Context: an optimization exercise on an open-source flow, tuned for small area. The choices shown serve that exercise and are no tape-out recipe. Function was checked by simulation only, so behaviour that the tests miss may differ from the original. Power and IR drop assume default switching activity.

==> flow/design.v (excerpt) <==
module cfu_mac #(
  parameter int unsigned XLEN    = 32,
  parameter int unsigned NUM_ACC = 4,
  parameter int unsigned MUL_BPC = 4,
  parameter int unsigned CTRL_W  = 8
) (
  input  logic              clk_i,
  input  logic              rst_ni,
  input  logic              stall_i,
  input  logic              valid_i,
  input  logic [CTRL_W-1:0] cfu_ctrl_i,
  input  logic [XLEN-1:0]   src1_i,
  input  logic [XLEN-1:0]   src2_i,
  output logic              stall_o,
  output logic [XLEN-1:0]   rslt_o
);
For scale: roughly 270 flip-flops, roughly 110 I/O pins, roughly 13000 um^2 of cells after synthesis.
clock: 10.0 ns
lec_check: 0
cap_margin: 20
core_margin: 2
core_utilization: 60
cts_buf_list: sky130_fd_sc_hd__clkbuf_4
slew_margin: 20
run.sh (not shown) runs the stock make flow with config.mk's settings and CLKGATE_MAP_FILE= SYNTH_SCRIPT=/design/flow/synth_recipe.tcl, a recipe that flattens the netlist after the stock synthesis.
Then changed:
--- a/flow/config.mk
+++ b/flow/config.mk
@@ -9,4 +9,4 @@
 export CORE_MARGIN = 2
 export CORE_UTILIZATION = 60
-export CTS_BUF_LIST = sky130_fd_sc_hd__clkbuf_4
+export CTS_BUF_LIST = sky130_fd_sc_hd__clkbuf_8
 export SLEW_MARGIN = 20
Via count goes down by 2.5%.
Final area goes down by 1.0%.
Clock skew goes down by 0.0086 ns.
Global-route usage goes down by 0.87 points.
Wire length goes down by 2.1%.
Non-clock buffer count stays the same.
Total power goes down by 3.8%.
Then changed:
--- a/flow/config.mk
+++ b/flow/config.mk
@@ -8,5 +8,4 @@
 export CAP_MARGIN = 20
 export CORE_MARGIN = 2
-export CORE_UTILIZATION = 60
-export CTS_BUF_LIST = sky130_fd_sc_hd__clkbuf_8
+export CORE_UTILIZATION = 40
 export SLEW_MARGIN = 20
Effect:
- count of clock-buffer cells in the layout drops by 7
- worst setup slack gets better by 0.023 ns
- sequential cell count stays the same
- power climbs by 9.1%
- design area climbs by 2.8%
- via count drops by 1.9%
- area after synthesis does not change
- global-route usage drops by 8.4 points
- register-to-register slack hardly moves
- synthesized cell count does not change
Then changed:
--- a/flow/config.mk
+++ b/flow/config.mk
@@ -8,4 +8,6 @@
 export CAP_MARGIN = 20
 export CORE_MARGIN = 2
-export CORE_UTILIZATION = 40
+export CORE_UTILIZATION = 60
+export CTS_CLUSTER_DIAMETER = 100
+export CTS_CLUSTER_SIZE = 30
 export SLEW_MARGIN = 20
Result:
- clock-buffer cell count falls by 17
- cell area goes down by a few percent
- synthesized area does not change
- clock skew went up by 0.014 ns
- synthesized cell count stays the same
- via count came out lower slightly
- non-clock buffer count goes down by 2
- power drops by about a fifth
- die area falls by a quarter to a third
- register-to-register slack stays flat
- sequential cell count is unchanged

========
## build 9
The RTL this note starts from:
==> flow/design.v <==
package cfu_mac_pkg;
  typedef enum logic [2:0] {
    OP_NOP  = 3'd0,
    OP_MAC  = 3'd1,
    OP_MACU = 3'd2,
    OP_RDL  = 3'd3,
    OP_RDH  = 3'd4,
    OP_CLR  = 3'd5,
    OP_WR   = 3'd6,
    OP_RSVD = 3'd7
  } op_e;
  typedef enum logic [1:0] {
    StIdle,
    StBusy,
    StDone
  } state_e;
  localparam int unsigned CtrlOpLsb  = 0;
  localparam int unsigned CtrlOpW    = 3;
  localparam int unsigned CtrlIdxLsb = 3;
  localparam int unsigned CtrlIdxW   = 5;
endpackage
module cfu_mac_mul_iter (
  input  logic [32:0] win_i,      
  input  logic [31:0] mcand_i,    
  input  logic        msign_i,    
  input  logic        nz_i,       
  input  logic        neg_i,      
  input  logic [1:0]  pend_i,     
  input  logic        top_i,      
  output logic [32:0] win_o,      
  output logic [1:0]  pend_o      
);
  localparam int W = 36;   
  logic [2:0]   z_hi, q;
  logic [W-1:0] x, y, p, g, c, s;
  logic [W/4:0] cb;
  assign z_hi = {3{nz_i & (msign_i ^ neg_i)}};
  assign q    = z_hi + {pend_i[1], pend_i} + {2'b00, top_i};
  assign x = {3'b000, win_i};
  assign y = {q[2], q, {32{nz_i}} & (mcand_i ^ {32{neg_i}})};
  assign p = x ^ y;
  assign g = x & y;
  assign cb[0] = neg_i;
  for (genvar k = 0; k < W / 4; k++) begin : g_blk
    logic gb, pb;
    assign gb = g[4*k+3] | (p[4*k+3] & g[4*k+2]) | (p[4*k+3] & p[4*k+2] & g[4*k+1]) |
                (p[4*k+3] & p[4*k+2] & p[4*k+1] & g[4*k]);
    assign pb = &p[4*k+3:4*k];
    assign cb[k+1] = gb | (pb & cb[k]);
    assign c[4*k]   = cb[k];
    assign c[4*k+1] = g[4*k] | (p[4*k] & cb[k]);
    assign c[4*k+2] = g[4*k+1] | (p[4*k+1] & g[4*k]) | (p[4*k+1] & p[4*k] & cb[k]);
    assign c[4*k+3] = g[4*k+2] | (p[4*k+2] & g[4*k+1]) | (p[4*k+2] & p[4*k+1] & g[4*k]) |
                      (p[4*k+2] & p[4*k+1] & p[4*k] & cb[k]);
  end
  assign s = p ^ c;
  assign win_o  = s[32:0];
  assign pend_o = s[34:33];
endmodule
module cfu_mac #(
  parameter int unsigned XLEN    = 32,
  parameter int unsigned NUM_ACC = 4,
  parameter int unsigned MUL_BPC = 4,
  parameter int unsigned CTRL_W  = 8
) (
  input  logic              clk_i,
  input  logic              rst_ni,
  input  logic              stall_i,
  input  logic              valid_i,
  input  logic [CTRL_W-1:0] cfu_ctrl_i,
  input  logic [XLEN-1:0]   src1_i,
  input  logic [XLEN-1:0]   src2_i,
  output logic              stall_o,
  output logic [XLEN-1:0]   rslt_o
);
  logic [2:0]  op;
  logic [1:0]  idx;
  logic        is_mac, is_macu, is_rdl, is_rdh, is_clr, is_wr;
  logic        multi, last, step, clean;
  logic [5:0]  cnt_q;
  logic [1:0]  pend_q, pend_new;
  logic [3:0]  zero_q;
  logic [63:0] acc_q [4];
  logic [3:0]  sel, sel_lo, sel_top, sel_hi;
  logic [32:0] win_m, win_new;
  logic [31:0] hi_rd;
  logic        bit_b, bit_nx_q, nz, neg, top;
  logic        unused;
  assign op  = cfu_ctrl_i[2:0];
  assign idx = cfu_ctrl_i[4:3];
  assign unused = ^{cfu_ctrl_i[7:5]};
  assign is_mac  = (op == 3'd1);
  assign is_macu = (op == 3'd2);
  assign is_rdl  = (op == 3'd3);
  assign is_rdh  = (op == 3'd4);
  assign is_clr  = (op == 3'd5);
  assign is_wr   = (op == 3'd6);
  assign multi   = is_mac | is_macu | is_rdl | is_clr | is_wr;
  assign last    = (cnt_q == 6'd63);
  assign step    = valid_i && multi && !(last && stall_i);
  assign stall_o = multi && !last;
  assign clean = zero_q[idx] | is_wr;
  for (genvar k = 0; k < 4; k++) begin : g_sel
    assign sel[k]     = (idx == 2'(k));
    assign sel_lo[k]  = sel[k] && !(clean && cnt_q == 6'd0);
    assign sel_top[k] = sel[k] && !(clean && !cnt_q[5]);
    assign sel_hi[k]  = sel[k] && is_rdh && !zero_q[k];
  end
  always_comb begin
    win_m = '0;
    hi_rd = '0;
    for (int k = 0; k < 4; k++) begin
      win_m = win_m | ({sel_top[k], {32{sel_lo[k]}}} & acc_q[k][32:0]);
      hi_rd = hi_rd | ({32{sel_hi[k]}} & acc_q[k][63:32]);
    end
  end
  assign bit_b = (cnt_q == 6'd0) ? src2_i[0] : bit_nx_q;
  assign nz  = ((is_mac | is_macu) && !cnt_q[5] && bit_b) || (is_wr && cnt_q == 6'd0);
  assign neg = is_mac && (cnt_q == 6'd31) && bit_b;
  assign top = is_wr && !cnt_q[5] && bit_b;
  cfu_mac_mul_iter u_step (
    .win_i   (win_m),
    .mcand_i (src1_i),
    .msign_i (is_mac && src1_i[31]),
    .nz_i    (nz),
    .neg_i   (neg),
    .pend_i  (pend_q),
    .top_i   (top),
    .win_o   (win_new),
    .pend_o  (pend_new)
  );
  always_ff @(posedge clk_i or negedge rst_ni) begin
    if (!rst_ni) begin
      cnt_q  <= '0;
      pend_q <= '0;
      bit_nx_q <= 1'b0;
      zero_q <= '1;
    end else begin
      if (step) begin
        cnt_q <= cnt_q + 6'd1;
      end
      pend_q <= (step && cnt_q < 6'd31) ? pend_new : 2'b00;
      bit_nx_q <= src2_i[5'(cnt_q[4:0] + 5'd1)];
      if (step && cnt_q == 6'd31) begin
        zero_q[idx] <= 1'b0;
      end
      if (step && last && is_clr) begin
        zero_q[idx] <= 1'b1;
      end
    end
  end
  for (genvar k = 0; k < 4; k++) begin : g_acc
    always_ff @(posedge clk_i) begin
      if (step && sel[k]) begin
        acc_q[k] <= {win_new[0], acc_q[k][63:33], win_new[32:1]};
      end
    end
  end
  assign rslt_o = (win_m[32:1] & {32{is_mac | is_macu | is_rdl | is_clr}}) | hi_rd;
endmodule
clock: 10.0 ns
lec_check: 0
cap_margin: 20
core_margin: 2
core_utilization: 60
cts_buf_list: sky130_fd_sc_hd__clkbuf_8 sky130_fd_sc_hd__clkbuf_16
cts_cluster_diameter: 50
cts_cluster_size: 15
slew_margin: 20
standard.sh (not shown) runs the stock make flow with config.mk's settings and CLKGATE_MAP_FILE= SYNTH_SCRIPT=/design/flow/synth_recipe.tcl, a recipe that flattens the netlist after the stock synthesis.
==> flow/flow/run.sh <==
#!/bin/bash
# The standard layout (standard.sh), with two changes:
#  - synthesis maps the logic with an area-oriented ABC script (flow/synth.tcl)
#    and leaves adders to ABC instead of mapping them to full-adder cells;
#  - the port buffers are sky130_fd_sc_hd__buf_1 cells.
set -euo pipefail
here=$(pwd)
export MY_ABC_SCRIPT=$here/flow/abc_area.script
bash standard.sh SYNTH_SCRIPT=$here/flow/synth.tcl ADDER_MAP_FILE= \
  "BUFFER_PORTS_ARGS=-buffer_cell sky130_fd_sc_hd__buf_1" finish > $here/flow_make.log 2>&1
==> flow/flow/abc_area.script <==
&get -n
&st
&dc2
&dch -f
&nf -R 1000 -p -F 8 -A 4
&put
==> flow/flow/synth.tcl <==
proc synth {args} { yosys synth -nofsm -noshare {*}$args }
proc abc {args} {
  set i [lsearch -exact $args -script]
  if {$i >= 0 && [info exists ::env(MY_ABC_SCRIPT)]} { lset args [expr {$i+1}] $::env(MY_ABC_SCRIPT) }
  yosys abc {*}$args
}
source $::env(SCRIPTS_DIR)/synth.tcl
# left out here: clear keep_hierarchy, flatten, clean up, hide names made inside functions, write 1_2_yosys.v
Modified inputs, build 57 compared to build 9
Settings: a change of SLEW_MARGIN from 20 to 0; a change of CTS_BUF_LIST from sky130_fd_sc_hd__clkbuf_8 sky130_fd_sc_hd__clkbuf_16 to sky130_fd_sc_hd__clkbuf_16; a change of CAP_MARGIN from 20 to 0; a change of CTS_CLUSTER_DIAMETER from 50 to 80; an added GPL_TIMING_DRIVEN of 0; a change of CTS_CLUSTER_SIZE from 15 to 25.
==> flow/flow/run.sh <==
#!/bin/bash
# The standard layout (standard.sh), with two changes:
#  - synthesis maps the logic with an area-oriented ABC script (flow/synth.tcl);
#  - the port buffers are sky130_fd_sc_hd__buf_1 cells.
set -euo pipefail
here=$(pwd)
export MY_ABC_SCRIPT=$here/flow/abc_area.script
bash standard.sh SYNTH_SCRIPT=$here/flow/synth.tcl \
  "BUFFER_PORTS_ARGS=-buffer_cell sky130_fd_sc_hd__buf_1" finish > $here/flow_make.log 2>&1
==> flow/flow/abc_area.script <==
&get -n
&st
&syn2
&dch
&nf -R 1000
&put
topo
stime -c
Results
- Build 9 has higher number of global-route vias before repair than build 57.
- The lower combined area of the multi-input logic cells came out of build 9.
- Build 57 vs. build 9: instance count after placement with tap cells included -1.1%; critical path depth -5; sequential fraction of design power +7.5 points; length of routed wiring on met1 -about 1.6%; post-cts resize count +2.
Relative to build 57, the following input files were edited for build 32:
Settings: swapping 0 for 20 in SLEW_MARGIN; swapping 0 for 20 in CAP_MARGIN; clearing GPL_TIMING_DRIVEN, which used to be 0; swapping 60 for 55 in CORE_UTILIZATION.
==> flow/flow/run.sh <==
#!/bin/bash
# The standard layout (standard.sh), with two changes:
#  - synthesis maps the logic with an area-oriented ABC script (flow/synth.tcl)
#    and leaves adders to ABC instead of mapping them to full-adder cells;
#  - the port buffers are sky130_fd_sc_hd__buf_1 cells.
set -euo pipefail
here=$(pwd)
export MY_ABC_SCRIPT=$here/flow/abc_area.script
bash standard.sh SYNTH_SCRIPT=$here/flow/synth.tcl ADDER_MAP_FILE= \
  "BUFFER_PORTS_ARGS=-buffer_cell sky130_fd_sc_hd__buf_1" finish > $here/flow_make.log 2>&1
==> flow/flow/abc_area.script <==
&get -n
&st
&dc2
&dch -f
&nf -R 1000 -p -F 8 -A 4
&put
### Flow results
The final layout from build 32, which completed every stage, passed the timing, DRC and antenna checks at the end of the flow. From build 57 to build 32 the numbers moved as follows: share of the final layout cell area in sequential cells increased by 2.3 points relative to the old numbers; instance area after placement decreased by 3.8% relative to the old numbers. Build 32 has filler cell count in the final layout above what build 57 had. Diff build 32 and build 57: standby leakage power higher in build 57. Clock-cell share of area was higher in build 32 than in build 57. Build 57 vs build 32, source of the critical timing path: cfu_ctrl_i[3] vs cfu_ctrl_i[1].
The following lists how build 24 was set up differently from build 32:
Settings: changing CORE_UTILIZATION from 55 to 60.
==> flow/run.sh (new file) <==
#!/bin/bash
# synth_recipe.tcl (not shown) runs the flow's synth.tcl, then flattens the netlist and writes it again
# the make line also repeats each setting of config.mk as NAME=value (left out here)
make -C /OpenROAD-flow-scripts/flow DESIGN_CONFIG=/design/flow/config.mk WORK_HOME=/design/flow/orfs CLKGATE_MAP_FILE= SYNTH_SCRIPT=/design/flow/synth_recipe.tcl finish
removed: flow/flow/run.sh
removed: flow/flow/abc_area.script
removed: flow/flow/synth.tcl
removed: flow/standard.sh
==> results.txt <==
Diff build 32 -> build 24: growth of design area from synthesis to finish climbed 1.9 points; portion of total power attributed to combinational logic climbed 1.3 points; post-synthesis mux area share climbed 2.2 points.
## Diff of input files: build 92 against build 24
Settings: changing CAP_MARGIN from 20 to 0; changing SLEW_MARGIN from 20 to 0.
==> flow/flow/run.sh (new file) <==
#!/bin/bash
# The standard layout (standard.sh), with two changes:
#  - synthesis maps the logic with an area-oriented ABC script (flow/synth.tcl);
#  - the port buffers are sky130_fd_sc_hd__buf_1 cells.
set -euo pipefail
here=$(pwd)
export MY_ABC_SCRIPT=$here/flow/abc_area.script
bash standard.sh SYNTH_SCRIPT=$here/flow/synth.tcl \
  "BUFFER_PORTS_ARGS=-buffer_cell sky130_fd_sc_hd__buf_1" finish > $here/flow_make.log 2>&1
==> flow/flow/abc_area.script (new file) <==
&get -n
&st
&syn2
&dch
&nf -R 1000
&put
topo
stime -c
==> flow/flow/synth.tcl (new file) <==
proc synth {args} { yosys synth -nofsm -noshare {*}$args }
proc abc {args} {
  set i [lsearch -exact $args -script]
  if {$i >= 0 && [info exists ::env(MY_ABC_SCRIPT)]} { lset args [expr {$i+1}] $::env(MY_ABC_SCRIPT) }
  yosys abc {*}$args
}
source $::env(SCRIPTS_DIR)/synth.tcl
# left out here: clear keep_hierarchy, flatten, clean up, hide names made inside functions, write 1_2_yosys.v
==> flow/standard.sh (new file) <==
#!/bin/bash
# synth_recipe.tcl (not shown) runs the flow's synth.tcl, then flattens the netlist and writes it again
# the make line also repeats each setting of config.mk as NAME=value (left out here)
make -C /OpenROAD-flow-scripts/flow DESIGN_CONFIG=/design/flow/config.mk WORK_HOME=/design/flow/orfs CLKGATE_MAP_FILE= SYNTH_SCRIPT=/design/flow/synth_recipe.tcl "${@:-finish}"
removed: flow/run.sh
- Looking only at mapped cell area, and setting everything else aside, the lower value of build 24 and build 92 goes to build 92.
- Build 92 ran to completion and came out clean on the timing, DRC and antenna checks.
- Delta (build 92 minus build 24): clock edge transition at the registers on the reported setup and hold paths stayed essentially flat; post-route standard cell area excluding fillers fell by about 7%; post-layout utilization of the core fell by 1.9 points.
- Relative to build 24, least setup slack across all paths after layout has gone down in build 92.
- Run comparison: build 24 end point of the critical path rslt_o[2]; build 92 end point of the critical path pend_q[0]

afterwards: timing with drivers on the ports:
The flow's constraints put no driver on any port. The routed layouts listed below were extracted and timed again, unchanged, in two steps.
Step 1, drivers: a clkbuf_16 drives clk_i and a buf_2 each remaining input, both assumed.
Step 2 also shifts input and output timing later by t, the mid clock arrival at the registers, as if the neighbouring blocks saw the same clock.
a / b / c = no drivers / after step 1 / after step 2; a / b = the first two.
| run | t (ns) | setup WS [ns] | worst setup path after step 2 | worst register clock-pin slew, ns | cell pins on the clock port's net |
|---|---|---|---|---|---|
| the first run of note 1 | 0.699 | 2.897 / 2.861 / 2.260 | input to register | 0.08 / 0.08 | 1 |
| the second run of note 1 | 0.581 | 2.847 / 2.853 / 2.284 | input to register | 0.07 / 0.07 | 1 |
| the third run of note 1 | 0.591 | 2.870 / 2.889 / 2.298 | input to register | 0.07 / 0.07 | 1 |
| the fourth run of note 1 | 0.529 | 2.803 / 2.824 / 2.295 | input to register | 0.12 / 0.12 | 1 |
| build 9 | 0.571 | 0.725 / 0.748 / 0.177 | input to register | 0.07 / 0.07 | 1 |
| build 57 | 0.526 | 0.662 / 0.682 / 0.156 | input to register | 0.10 / 0.10 | 1 |
| build 32 | 0.536 | 0.768 / 0.789 / 0.253 | input to register | 0.10 / 0.10 | 1 |
| build 24 | 0.535 | 2.267 / 2.240 / 2.041 | input to register | 0.10 / 0.10 | 1 |
| build 92 | 0.524 | 0.967 / 0.987 / 0.463 | input to register | 0.10 / 0.10 | 1 |
After both steps setup and hold are still met in every run listed. The setup slack of the first run of note 1, which loses most, moves by -0.036 ns with the drivers and by -0.637 ns with both steps.
